From an optimization exercise on the open Yosys and OpenROAD flow, aimed at small area, a short achievable clock period and few clock cycles per item; shortcuts taken in it are not production practice.
Where RTL was checked, it was by simulation tests only, not by an equivalence proof against the original.
Only the layout flow was run in run 1; the RTL was not checked for function there.
No activity file was given, so power comes from the tool's default toggle rates.

==> flow/design.v <==
`timescale 1ns / 1ps
package gasp_pkg;
    localparam int SIDE_W = 13;
    localparam int POS_W  = 12;
    localparam int PAGE_W = 4;
    localparam logic [SIDE_W-1:0] RESET_SIDE = SIDE_W'(1024);
    localparam logic [SIDE_W-1:0] MAX_SIDE   = SIDE_W'(4096);
    localparam logic [1:0] FMT_BGRA = 2'd0;
    localparam logic [1:0] FMT_GRAY = 2'd1;
    localparam logic [1:0] FMT_MONO = 2'd2;
    localparam logic [2:0] ST_OK       = 3'd0;
    localparam logic [2:0] ST_EMPTY    = 3'd1;
    localparam logic [2:0] ST_NO_PAGES = 3'd2;
    localparam logic [2:0] ST_OUTSIDE  = 3'd3;
    localparam logic [2:0] ST_NO_GLYPH = 3'd4;
    localparam int DIV_PRE = 4;
endpackage
`timescale 1ns / 1ps
module gasp_front (
    input  logic [7:0] i_chan,
    input  logic [7:0] i_div,
    output logic       o_sat,
    output logic [7:0] o_rem,
    output logic [7:0] o_shift
);
    localparam int K = gasp_pkg::DIV_PRE;
    logic [15:0] num;
    logic [7:0]  rem [K+1];
    logic [K-1:0] q;
    assign num    = {i_chan, 8'd0} - {8'd0, i_chan};
    assign o_sat  = (i_chan > i_div);
    assign rem[0] = num[15:8];
    for (genvar j = 0; j < K; j++) begin : g_step
        gasp_div_step u_step (
            .i_rem(rem[j]),
            .i_bit(num[7-j]),
            .i_div(i_div),
            .o_rem(rem[j+1]),
            .o_q  (q[K-1-j])
        );
    end
    assign o_rem   = rem[K];
    assign o_shift = {q, num[7-K:0]};
endmodule
`timescale 1ns / 1ps
module gasp_div_step (
    input  logic [7:0] i_rem,
    input  logic       i_bit,
    input  logic [7:0] i_div,
    output logic [7:0] o_rem,
    output logic       o_q
);
    logic [8:0] trial;
    logic [9:0] diff;
    assign trial = {i_rem, i_bit};
    assign diff  = {1'b0, trial} - {2'b0, i_div};
    assign o_q   = !diff[9];
    assign o_rem = o_q ? diff[7:0] : trial[7:0];
endmodule
`timescale 1ns / 1ps
module gasp_back (
    input  logic       i_sat,
    input  logic [7:0] i_rem,
    input  logic [7:0] i_shift,
    input  logic [7:0] i_div,
    output logic [7:0] o_quo
);
    localparam int K = gasp_pkg::DIV_PRE;
    localparam int L = 8 - K;
    logic [7:0] rem [L+1];
    logic [L-1:0] q;
    assign rem[0] = i_rem;
    for (genvar j = 0; j < L; j++) begin : g_step
        gasp_div_step u_step (
            .i_rem(rem[j]),
            .i_bit(i_shift[L-1-j]),
            .i_div(i_div),
            .o_rem(rem[j+1]),
            .o_q  (q[L-1-j])
        );
    end
    assign o_quo = i_sat ? 8'd255 : {i_shift[7:L], q};
endmodule
`timescale 1ns / 1ps
module glyph_atlas_shelf_packer_writer_unit (
    input  logic                 i_clk,
    input  logic                 i_rst_n,
    input  logic                 i_cfg_we,
    input  logic                 i_cfg_index,
    input  logic [12:0]          i_cfg_data,
    input  logic                 i_in_valid,
    output logic                 o_in_ready,
    input  logic [61:0]          i_in_word,
    output logic                 o_out_valid,
    input  logic                 i_out_ready,
    output logic [64:0]          o_out_word
);
    localparam int SW = gasp_pkg::SIDE_W;
    logic          in_cmd;
    logic [SW-1:0] in_w, in_h;
    logic [1:0]    in_fmt;
    logic [7:0]    in_ch [3];      
    logic [7:0]    in_a;
    logic          in_mono;
    assign in_cmd   = i_in_word[61];
    assign in_w     = i_in_word[60:48];
    assign in_h     = i_in_word[47:35];
    assign in_fmt   = i_in_word[34:33];
    assign in_ch[2] = i_in_word[32:25];
    assign in_ch[1] = i_in_word[24:17];
    assign in_ch[0] = i_in_word[16:9];
    assign in_a     = i_in_word[8:1];
    assign in_mono  = i_in_word[0];
    localparam int CH_W = 17;
    localparam int PW   = 8 + 1 + 3 * CH_W;
    logic          r_valid;
    logic          r_cmd;
    logic [PW-1:0] r_pay;
    logic [PW-1:0] in_pay;
    logic          load, xfer;
    logic [7:0]    in_div;
    assign in_div = (in_a == 8'd0) ? 8'd255 : in_a;
    always_comb begin
        in_pay = '0;
        if (in_cmd) begin
            in_pay[PW-1 -: 8] = in_a;
            in_pay[3*CH_W]    = in_mono;
        end else begin
            in_pay[27:0] = {in_w, in_h, in_fmt};
        end
    end
    for (genvar k = 0; k < 3; k++) begin : g_pre
        logic       sat;
        logic [7:0] rem, sh;
        gasp_front u_pre (
            .i_chan (in_ch[k]),
            .i_div  (in_div),
            .o_sat  (sat),
            .o_rem  (rem),
            .o_shift(sh)
        );
    end
    logic [PW-1:0] in_word_reg;
    always_comb begin
        in_word_reg = in_pay;
        if (in_cmd) begin
            for (int k = 0; k < 3; k++) begin
                in_word_reg[k*CH_W +: CH_W] = '0;
            end
            in_word_reg[0*CH_W +: CH_W] = {g_pre[0].sat, g_pre[0].rem, g_pre[0].sh};
            in_word_reg[1*CH_W +: CH_W] = {g_pre[1].sat, g_pre[1].rem, g_pre[1].sh};
            in_word_reg[2*CH_W +: CH_W] = {g_pre[2].sat, g_pre[2].rem, g_pre[2].sh};
        end
    end
    assign xfer       = r_valid && i_out_ready;
    assign o_in_ready = !r_valid || i_out_ready;
    assign load       = i_in_valid && o_in_ready;
    always_ff @(posedge i_clk) begin
        if (!i_rst_n) begin
            r_valid <= 1'b0;
        end else if (o_in_ready) begin
            r_valid <= i_in_valid;
        end
    end
    always_ff @(posedge i_clk) begin
        if (load) begin
            r_cmd <= in_cmd;
            r_pay <= in_word_reg;
        end
    end
    logic [SW-1:0] r_aw, r_ah, cfg_side;
    always_comb begin
        cfg_side = i_cfg_data;
        if (cfg_side == '0) cfg_side = SW'(1);
        else if (cfg_side > gasp_pkg::MAX_SIDE) cfg_side = gasp_pkg::MAX_SIDE;
    end
    always_ff @(posedge i_clk) begin
        if (!i_rst_n) begin
            r_aw <= gasp_pkg::RESET_SIDE;
            r_ah <= gasp_pkg::RESET_SIDE;
        end else if (i_cfg_we) begin
            if (i_cfg_index) r_ah <= cfg_side;
            else             r_aw <= cfg_side;
        end
    end
    logic [SW-1:0] r_cx, r_cy, r_rh;
    logic [3:0]    r_page;
    logic [11:0]   r_px, r_py, r_ox, r_yend;
    logic [1:0]    r_fmt;
    logic          r_active;
    logic [SW-1:0] p_w, p_h;
    logic [1:0]    p_fmt;
    assign p_w   = r_pay[27:15];
    assign p_h   = r_pay[14:2];
    assign p_fmt = r_pay[1:0];
    logic          p_empty, p_outside, p_wrap, p_newpage, p_nopages, p_ok;
    logic [SW-1:0] p_cx1, p_cy1, p_rh1, p_ox, p_oy, p_rh, p_cx;
    logic [3:0]    p_page;
    always_comb begin
        p_empty   = (p_w == '0) || (p_h == '0);
        p_outside = (p_w > r_aw) || (p_h > r_ah);
        p_wrap    = ({1'b0, r_cx} + {1'b0, p_w}) > {1'b0, r_aw};
        p_cx1     = p_wrap ? '0 : r_cx;
        p_cy1     = p_wrap ? SW'(r_cy + r_rh) : r_cy;
        p_rh1     = p_wrap ? '0 : r_rh;
        p_newpage = ({1'b0, p_cy1} + {1'b0, p_h}) > {1'b0, r_ah};
        p_nopages = p_newpage && (r_page == 4'd15);
        p_ok      = !p_empty && !p_outside && !p_nopages;
        p_page    = r_page + {3'd0, p_newpage};
        p_ox      = p_newpage ? '0 : p_cx1;
        p_oy      = p_newpage ? '0 : p_cy1;
        p_rh      = (p_newpage || p_h > p_rh1) ? p_h : p_rh1;
        p_cx      = SW'(p_ox + p_w);
    end
    logic row_end, glyph_end;
    assign row_end   = (12'(r_px + 12'd1) == r_cx[11:0]);
    assign glyph_end = (12'(r_py + 12'd1) == r_yend);
    always_ff @(posedge i_clk) begin
        if (!i_rst_n) begin
            r_cx     <= '0;
            r_cy     <= '0;
            r_rh     <= '0;
            r_page   <= '0;
            r_active <= 1'b0;
        end else if (xfer) begin
            if (!r_cmd) begin
                r_active <= p_ok;
                if (!p_empty && !p_outside) begin
                    if (p_ok) begin
                        r_cx   <= p_cx;
                        r_cy   <= p_oy;
                        r_rh   <= p_rh;
                        r_page <= p_page;
                    end else begin
                        r_cx <= p_cx1;
                        r_cy <= p_cy1;
                        r_rh <= p_rh1;
                    end
                end
            end else if (r_active && row_end && glyph_end) begin
                r_active <= 1'b0;
            end
        end
    end
    always_ff @(posedge i_clk) begin
        if (xfer) begin
            if (!r_cmd) begin
                r_px   <= p_ox[11:0];
                r_ox   <= p_ox[11:0];
                r_py   <= p_oy[11:0];
                r_yend <= 12'(p_oy + p_h);
                r_fmt  <= p_fmt;
            end else if (row_end) begin
                r_px <= r_ox;
                r_py <= 12'(r_py + 12'd1);
            end else begin
                r_px <= 12'(r_px + 12'd1);
            end
        end
    end
    logic [7:0] x_a, x_div;
    logic       x_mono;
    logic [7:0] x_quo [3];
    assign x_a    = r_pay[PW-1 -: 8];
    assign x_mono = r_pay[3*CH_W];
    assign x_div  = (x_a == 8'd0) ? 8'd255 : x_a;
    for (genvar k = 0; k < 3; k++) begin : g_post
        gasp_back u_post (
            .i_sat  (r_pay[k*CH_W + 16]),
            .i_rem  (r_pay[k*CH_W + 8 +: 8]),
            .i_shift(r_pay[k*CH_W +: 8]),
            .i_div  (x_div),
            .o_quo  (x_quo[k])
        );
    end
    logic [2:0]  o_status;
    logic [3:0]  o_page;
    logic [11:0] o_px, o_py;
    logic        o_csrc;
    logic [7:0]  o_r, o_g, o_b, o_a;
    always_comb begin
        o_status = gasp_pkg::ST_OK;
        o_page   = '0;
        o_px     = '0;
        o_py     = '0;
        o_csrc   = 1'b0;
        o_r      = '0;
        o_g      = '0;
        o_b      = '0;
        o_a      = '0;
        if (!r_cmd) begin
            o_page = r_page;
            o_csrc = (p_fmt == gasp_pkg::FMT_BGRA);
            if (p_empty) begin
                o_status = gasp_pkg::ST_EMPTY;
            end else if (p_outside) begin
                o_status = gasp_pkg::ST_OUTSIDE;
            end else if (p_nopages) begin
                o_status = gasp_pkg::ST_NO_PAGES;
            end else begin
                o_page = p_page;
                o_px   = p_ox[11:0];
                o_py   = p_oy[11:0];
            end
        end else if (!r_active) begin
            o_status = gasp_pkg::ST_NO_GLYPH;
        end else begin
            o_page = r_page;
            o_px   = r_px;
            o_py   = r_py;
            o_csrc = (r_fmt == gasp_pkg::FMT_BGRA);
            case (r_fmt)
                gasp_pkg::FMT_BGRA: begin
                    o_r = x_quo[0];
                    o_g = x_quo[1];
                    o_b = x_quo[2];
                    o_a = x_a;
                end
                gasp_pkg::FMT_GRAY: begin
                    o_r = 8'd255;
                    o_g = 8'd255;
                    o_b = 8'd255;
                    o_a = x_a;
                end
                gasp_pkg::FMT_MONO: begin
                    o_r = 8'd255;
                    o_g = 8'd255;
                    o_b = 8'd255;
                    o_a = x_mono ? 8'd255 : 8'd0;
                end
                default: ;
            endcase
        end
    end
    assign o_out_valid = r_valid;
    assign o_out_word  = {r_cmd, o_status, o_page, o_px, o_py, o_csrc, o_r, o_g, o_b, o_a};
endmodule
==> flow/run.sh <==
#!/bin/bash
# synth_recipe.tcl (not shown) runs the flow's synth.tcl, then flattens the netlist and writes it again
# the make line also repeats each setting of config.mk as NAME=value (left out here)
make -C /OpenROAD-flow-scripts/flow DESIGN_CONFIG=/design/flow/config.mk WORK_HOME=/design/flow/orfs CLKGATE_MAP_FILE= SYNTH_SCRIPT=/design/flow/synth_recipe.tcl finish
==> flow/config.mk <==
export PLATFORM = sky130hd
export DESIGN_NAME = glyph_atlas_shelf_packer_writer_unit
export DESIGN_NICKNAME = glyph_atlas_shelf_packer_writer_unit
export VERILOG_FILES = /design/flow/design.v
export SDC_FILE = /design/flow/constraint.sdc
export NUM_CORES = 4
export LEC_CHECK = 0
export CAP_MARGIN = 20
export CORE_MARGIN = 2
export CORE_UTILIZATION = 40
export SETUP_SLACK_MARGIN = 3
export SLEW_MARGIN = 20
==> flow/constraint.sdc <==
create_clock -name core_clock -period 12.0 [get_ports {i_clk}]
set_input_delay 2.4000 -clock core_clock [delete_from_list [all_inputs] [get_ports {i_clk}]]
set_output_delay 2.4000 -clock core_clock [all_outputs]
set_load 0.01 [all_outputs]
==> results of run 1 <==
cells in the mapped netlist (all sizes together), types with 5 or more instances:
library cell / instances / share of area
a31o: 6 / 0.0023
edfxtp: 111 / 0.15
or4: 7 / 0.0025
ha: 353 / 0.20
xor2: 70 / 0.027
o211a: 7 / 0.0031
or2: 15 / 0.0042
buf: 12 / 0.0029
and2: 43 / 0.012
a21boi: 6 / 0.0020
a221oi: 6 / 0.0023
nand4: 21 / 0.0058
o21bai: 16 / 0.0053
o211ai: 18 / 0.0060
nor3: 60 / 0.013
o21ai: 205 / 0.046
a22oi: 10 / 0.0033
o31a: 11 / 0.0043
dfxtp: 71 / 0.063
o21a: 39 / 0.013
mux2i: 49 / 0.022
a21oi: 219 / 0.049
inv: 148 / 0.025
and3: 17 / 0.0047
a211oi: 21 / 0.0072
a21o: 73 / 0.024
or3: 21 / 0.0058
o31ai: 20 / 0.0067
nand3: 35 / 0.0078
nor2b: 81 / 0.023
nand2b: 49 / 0.014
a31oi: 14 / 0.0039
nor3b: 5 / 0.0017
clkbuf: 61 / 0.010
o41ai: 7 / 0.0031
nand2: 232 / 0.039
a22o: 26 / 0.010
fa: 26 / 0.023
nor2: 200 / 0.033
mux2: 90 / 0.045
nor4: 19 / 0.0060
xnor2: 134 / 0.052
registers in the layout (all words and copies together) (netlist names), 2 cells and up:
name,cells
r_page,4
r_ox,12
r_py,12
r_aw,13
r_ah,13
r_pay,60
r_px,12
r_cx,13
r_rh,13
r_cy,13
r_fmt,2
r_yend,12
how the worst max path moves through the flow:
| stage | endpoint | start |
|---|---|---|
| 2_1_floorplan | r_pay[9] | i_in_word[1] |
| 3_3_place_gp | r_pay[43] | i_in_word[26] |
| 3_5_place_dp | r_pay[26] | i_in_word[17] |
| 4_1_cts | o_out_word[48] | r_pay[15] |
| 5_1_grt | o_out_word[47] | r_pay[15] |
| 6_report | o_out_word[48] | r_pay[15] |
routing by layer:
metal,vias to the layer above,track usage,wire (µm)
met5,-,0,0
met4,0,0.102,2820
met3,164,0.0324,4530
met2,707,0.447,37600
met1,10900,0.341,34200
li1,10700,-,-
through the flow:
step / cell area (µm²) / worst slack [ns] / cells
floorplan: 23600 / 0.891 / 2683
global placement: 26100 / 0.129 / 3581
detailed placement: 26100 / 0.0281 / 3582
CTS: 29500 / 0.900 / 3845
global route: 30900 / 0.405 / 3927
finish: 30900 / 0.844 / 3929
where the power goes:
part           internal (mW)  total (mW)  switching, mW
sequential             0.800       0.886         0.0859
combinational           4.49        8.74           4.25
clock                  0.296       0.575          0.279
area by class of cell:
class                   instances  share of cell area
inverters                     149              0.0188
clock inverters                11             0.00360
diodes                          2            0.000162
well taps                     748              0.0302
clock buffers                  21              0.0146
repair buffers                537               0.151
flip-flops and latches        182               0.154
multi-input cells            2279               0.628
repair_timing:
action | CTS | global route
gates cloned | 1 | 3
setup endpoints to repair | 102 | 98
endpoints found under the hold margin | 0 | 0
buffers inserted | 230 | 79
pin swaps | 193 | 163
resized for setup | 476 | 182
worst max-delay path, delay by kind of cell (launching register included):
family / cells / cell delay (ns)
compound gates: 23 / 4.14
fa+ha+maj: 6 / 1.45
simple gates: 7 / 1.18
buf+inv: 6 / 0.58
flops: 1 / 0.46
xor+xnor: 2 / 0.30
mux: 1 / 0.19
cells by family (layout without fill, tap and decap cells):
group,after synthesis,in the layout,share of synthesized area
fa+ha+maj,379,379,0.219
compound gates,738,738,0.206
simple gates,819,819,0.178
mux,139,139,0.0675
other cells,0,2,0
flops,182,182,0.211
xor+xnor,204,204,0.0794
buf+inv,222,718,0.0380
==> flow_summary.yaml, run 1 <==
die:
  die_area_um2: 58200
  core_area_um2: 55300
  die_w_um: 241
  ioPinCount: 148
  rows: 86
  initial_core_util: 0.407
  die_h_um: 241
sta:
  maxSlewHeadroom: 0.344
  drv_slew: 0
  setup_viol: 0
  setup_tns_ns: 0
  fin_skew_ns: 0.0202
  tightest_slew_ns: 0.983
  min_period_over_period: 0.930
  whs_ns: 0.459
  rsz0062_at_grt: "true"
  timing.fmax_ghz: 0.0896
  timing_hold_violations_final: 0
  fin_crit_ns: 11.16
critical_path:
  cp-end-kind: "output port"
  max_stage_delay_ns: 0.46
  rrSetupSlack_ns: 2.10
  cp.arrival_ns: 8.76
  critical_path_class: "reg -> out"
  start_kind: "flip-flop"
  cp_common_cell: "a21oi_2"
  rr_startpoint: "r_pay[15]"
  reg2reg_to: "r_cx[12]"
  r2r_cells: 56
  critPathMaxFanout: 5
  crit_slowest_cell: "edfxtp_1"
  critPathRequiredTime_ns: 9.60
yosys:
  synthesis.nets: 3143
  ys_async_sr_fraction: 0
  ys.flop_type: "edfxtp_1"
  syn-instance-count: 2683
  ys_ff_latch: 182
  netlist_area_um2: 22500
  synth_cell_types: 84
  syn_area_per_cell_um2: 8.38
  yosysWarnings: 10
  ys_seq_area_frac: 0.211
  synth_edf_count: 111
power_and_ir_drop:
  p_total_mw: 10.2
  p_per_area_nw_per_um2: 330
  peakVddDrop_mv: 0.311
  p_leak_nw: 13.2
placement:
  port_buffers: 147
  gp_routability_congestion: 0.904
  dp_hpwl_mm: 56.6
detailed_routing:
  vias: 22500
  drt_pass1_iterations: 5
  drt-total-wl_mm: 79.2
  drcViolationCount: 0
  drt_iter0_drc: 1531
  wl_per_cell_um: 20.2
  ant_nets: 0
  viasPerCell: 5.72
job:
  cap_violations: 0
global_route:
  grt_max_degree: 84
  grt_pass1_vias: 22100
  grt_pass1_wl_mm: 120
  track_usage: 0.264
  overflow: 0
  antenna_found_initial: 2
finish:
  final_cell_mix: "buf_4, ha_1, nand2_1"
  final_common_cell: "buf_4"
  register_area_um2: 4750
  area.growth.synth_to_final_pct: 37.5
  finalNetCount: 3626
  layout-drive-gt1-share: 0.297
  multi_input_area_um2: 19400
  nFillCells: 4900
  utilization: 0.559
clock_network:
  cts_buffers: 17
  cts_tree: "yes"
  cts.path.max_buffers: 2
  cts.sinks: 182
  insertion_delay_ns: 0.47
  clock-root-buffer: "clkbuf_16"
  cts_max_level: 4
  clkSlewWorstSetupHoldPaths_ns: 0.08
  ctsHoldBuffers: 0
worst_hold_path:
  min_to: "r_aw[11]"
  min_path_cells: 2
  min-delay-path-class: "reg -> reg"
  min_from: "r_aw[11]"
status:
  status: "finished clean"
==> inputs of run 2 (changes only) <==
--- a/flow/design.v
+++ b/flow/design.v
@@ -50,11 +50,10 @@
     output logic [7:0] o_rem,
     output logic       o_q
 );
-    logic [8:0] trial;
-    logic [9:0] diff;
+    logic [8:0] trial, diff;
     assign trial = {i_rem, i_bit};
-    assign diff  = {1'b0, trial} - {2'b0, i_div};
-    assign o_q   = !diff[9];
+    assign diff  = trial - {1'b0, i_div};
+    assign o_q   = (trial >= {1'b0, i_div});
     assign o_rem = o_q ? diff[7:0] : trial[7:0];
 endmodule
 `timescale 1ns / 1ps
--- a/flow/config.mk
+++ b/flow/config.mk
@@ -8,5 +8,4 @@
 export CAP_MARGIN = 20
 export CORE_MARGIN = 2
 export CORE_UTILIZATION = 40
-export SETUP_SLACK_MARGIN = 3
 export SLEW_MARGIN = 20
==> run 2 against run 1 <==
Still clean. Worst setup slack worse by 0.39 ns. Register-to-register slack worse by 0.87 ns. Clock skew shrank 0.0046 ns. Final area shrank 9.1%. Synthesized cell count up 4.3%. Routed wire length shrank 2.8%. Largest power group unchanged. Highest routed layer unchanged.
==> flow_summary.yaml, run 2 <==
status:
  status: "finished clean"
yosys:
  ys_ff_latch: 182
  synthTopCellsByCount: "ha_1, nor2_1, nand2_1"
  synthesis.nets: 3255
  ys_async_sr_fraction: 0
  syn-instance-count: 2799
  yosysTopAreaCell: "ha_1"
  ys.flop_type: "edfxtp_1"
  synth_edf_count: 111
  synth_top_cells_by_area: "ha_1, edfxtp_1, dfxtp_1"
  netlist_area_um2: 23500
  yosysMostFrequentCell: "ha_1"
  syn_area_per_cell_um2: 8.39
  ys_seq_area_frac: 0.202
  yosysWarnings: 10
  synth_top_area_share: 0.186
  synth_cell_types: 96
clock_network:
  ctsHoldBuffers: 0
  clock-root-buffer: "clkbuf_16"
  cts.sinks: 182
  clkSlewWorstSetupHoldPaths_ns: 0.07
  cts.path.max_buffers: 2
  cts_max_level: 4
  insertion_delay_ns: 0.47
  cts_buffers: 17
  cts_tree: "yes"
finish:
  fin_cells: 3853
  final_cell_mix: "ha_1, nor2_1, nand2_1"
  area.growth.synth_to_final_pct: 19.8
  largest-register: "r_pay"
  layout-drive-gt1-share: 0.141
  antennaDiodeCount: 0
  utilization: 0.486
  largest_reg_flops: 60
  final_common_cell: "ha_1"
  finalNetCount: 3531
placement:
  gp_routability_congestion: 0.962
  placed_cells: 3789
  port_buffers: 147
  dp_hpwl_mm: 61.0
power_and_ir_drop:
  p_per_area_nw_per_um2: 285
  p_leak_nw: 12.1
  peakVddDrop_mv: 0.259
sta:
  setup_viol: 0
  timing.fmax_ghz: 0.0866
  min_period_over_period: 0.963
  maxSlewHeadroom: 0.403
  fin_skew_ns: 0.0156
  fin_crit_ns: 11.55
  drv_slew: 0
  timing_hold_violations_final: 0
  tightest_slew_ns: 0.892
detailed_routing:
  vias: 22300
  viasPerCell: 5.78
  drt_pass1_iterations: 6
  drt-total-wl_mm: 77.0
  ant_nets: 0
  wl_per_cell_um: 20.0
  drt_iter0_drc: 1418
  drcViolationCount: 0
critical_path:
  start_kind: "flip-flop"
  cp_common_cell: "a21o_1"
  cp.arrival_ns: 9.15
  critPathRequiredTime_ns: 9.60
  crit_slowest_cell: "clkdlybuf4s50_1"
  critPathMaxFanout: 17
  r2r_cells: 52
  max_stage_delay_ns: 0.54
  cp-end-kind: "output port"
  critical_path_class: "reg -> out"
die:
  die_h_um: 246
  ioPinCount: 148
  die_area_um2: 60700
  core_area_um2: 57900
  rows: 88
  initial_core_util: 0.405
  die_w_um: 246
global_route:
  track_usage: 0.248
  grt_pass1_wl_mm: 119
  overflow: 0
  antenna_found_initial: 1
  grt_pass1_vias: 21800
  grt_max_degree: 80
worst_hold_path:
  min_path_cells: 2
  min-delay-path-class: "reg -> reg"
job:
  cap_violations: 0
## run 2: changes by cell type after synthesis, moves of 9 or more
cell,delta
xnor2_1,+14
a22oi_1,-9
nor2_1,+30
a32o_1,+16
nand2_1,-17
o21ai_0,-37
nand4_1,+22
nand3_1,+29
a21oi_1,-16
mux2i_1,+19
a2bb2oi_1,+13
and2_1,-15
clkbuf_1,+11
## run 2: power breakdown
group          internal, mW  total [mW]  switching [mW]  leakage, nW
Clock                 0.290       0.566           0.276        0.268
Combinational          3.14        6.57            3.42         10.2
Sequential            0.773       0.885           0.112         1.64
## run 2: worst paths after layout
path                  start             end  slack [ns]
hold reg to reg    r_ah[11]        r_ah[11]        0.46
setup / recovery  r_pay[15]  o_out_word[55]        0.45
setup reg to reg  r_pay[15]        r_cx[12]        1.23
hold / removal     r_ah[11]        r_ah[11]        0.46
## run 2: worst max-delay path: cells and delay by family (launching register included)
| kind | cells | cell delay [ns] |
|---|---|---|
| flip-flops | 1 | 0.47 |
| XOR/XNOR | 2 | 0.27 |
| AND/OR/NAND/NOR | 11 | 1.15 |
| adder cells (fa/ha/maj) | 6 | 1.58 |
| multiplexers | 1 | 0.22 |
| buffers and inverters | 6 | 1.17 |
| AO/OA/AOI/OAI | 19 | 3.80 |
## run 2: area by class of cell
class	instances	area, µm²
inverter	149	559
clock buffer	17	425
sequential	182	4750
clock inverter	15	144
multi-input combinational	2379	18200
fill	5616	29800
timing repair buffer	346	3040
tap	765	957
## run 2: cell families after synthesis
logic type      after synthesis  share of synthesized area
compound gates              732                      0.206
xor+xnor                    215                     0.0802
fa+ha+maj                   375                      0.208
buf+inv                     238                     0.0391
flops                       182                      0.202
mux                         163                     0.0757
simple gates                894                      0.188
## run 2: routing by layer
| layer | GRT usage | share of wire | vias up | wire [µm] |
|---|---|---|---|---|
| met5 | 0 | 0 | - | 0 |
| met4 | 0.0847 | 0.031 | 0 | 2350 |
| met3 | 0.0280 | 0.042 | 117 | 3210 |
| met2 | 0.435 | 0.49 | 607 | 37800 |
| met1 | 0.315 | 0.44 | 10700 | 33600 |
| li1 | - | - | 10900 | - |
## run 2: what timing repair did
| item | CTS | global route |
|---|---|---|
| endpoints found under the hold margin | 0 | 0 |
| setup endpoints to repair | 32 | 57 |
| setup buffers | 10 | 21 |
| resized for setup | 28 | 92 |
| gates cloned | 0 | 1 |
| pin swaps | 3 | 17 |
## run 2: metrics by stage
step                      worst slack [ns]  setup TNS (ns)  hold WS, ns  cell area, µm²  power [mW]
after floorplan                      0.274               0        0.436           23500        5.43
after global placement              -0.249           -1.88        0.445           26900        6.78
after detailed placement            -0.428           -3.51        0.452           26900        6.91
after CTS                          0.00840               0        0.461           27600        7.62
after global routing               -0.0220         -0.0914        0.475           28100        8.74
final                                0.450               0        0.458           28100        8.02
Testbench counts of run 2, summed over its fixed seeds: cycles 10,339, items 10,331.

## what the ideal ports hide
No port has a modelled driver above. Below, the same layouts with a new extraction and two added sets of constraints. Step 1, drivers: a clkbuf_16 drives i_clk and a buf_2 each remaining input, both assumed. Step 2 adds t to the input delays and takes it off the output delays; t is the mean of the earliest and latest rising clock arrival at the registers after step 1. Input paths then give back, and output paths get back, about the clock's delay inside the block. a / b / c = ideal ports / drivers / drivers and shift; a / b = the first two.
run | t, ns | setup slack, ns | worst register clock-pin slew, ns | worst data-port slew with drivers (ns) | pins driven straight from the clock port
run 1 | 0.519 | 0.844 / 0.786 / 1.131 | 0.08 / 0.08 | 0.06 | 1
run 2 | 0.520 | 0.450 / 0.393 / 0.076 | 0.08 / 0.08 | 0.06 | 1
After both steps setup and hold are still met in every run listed. The setup slack of run 2, which loses most, moves by -0.057 ns with the drivers and by -0.374 ns with both steps.
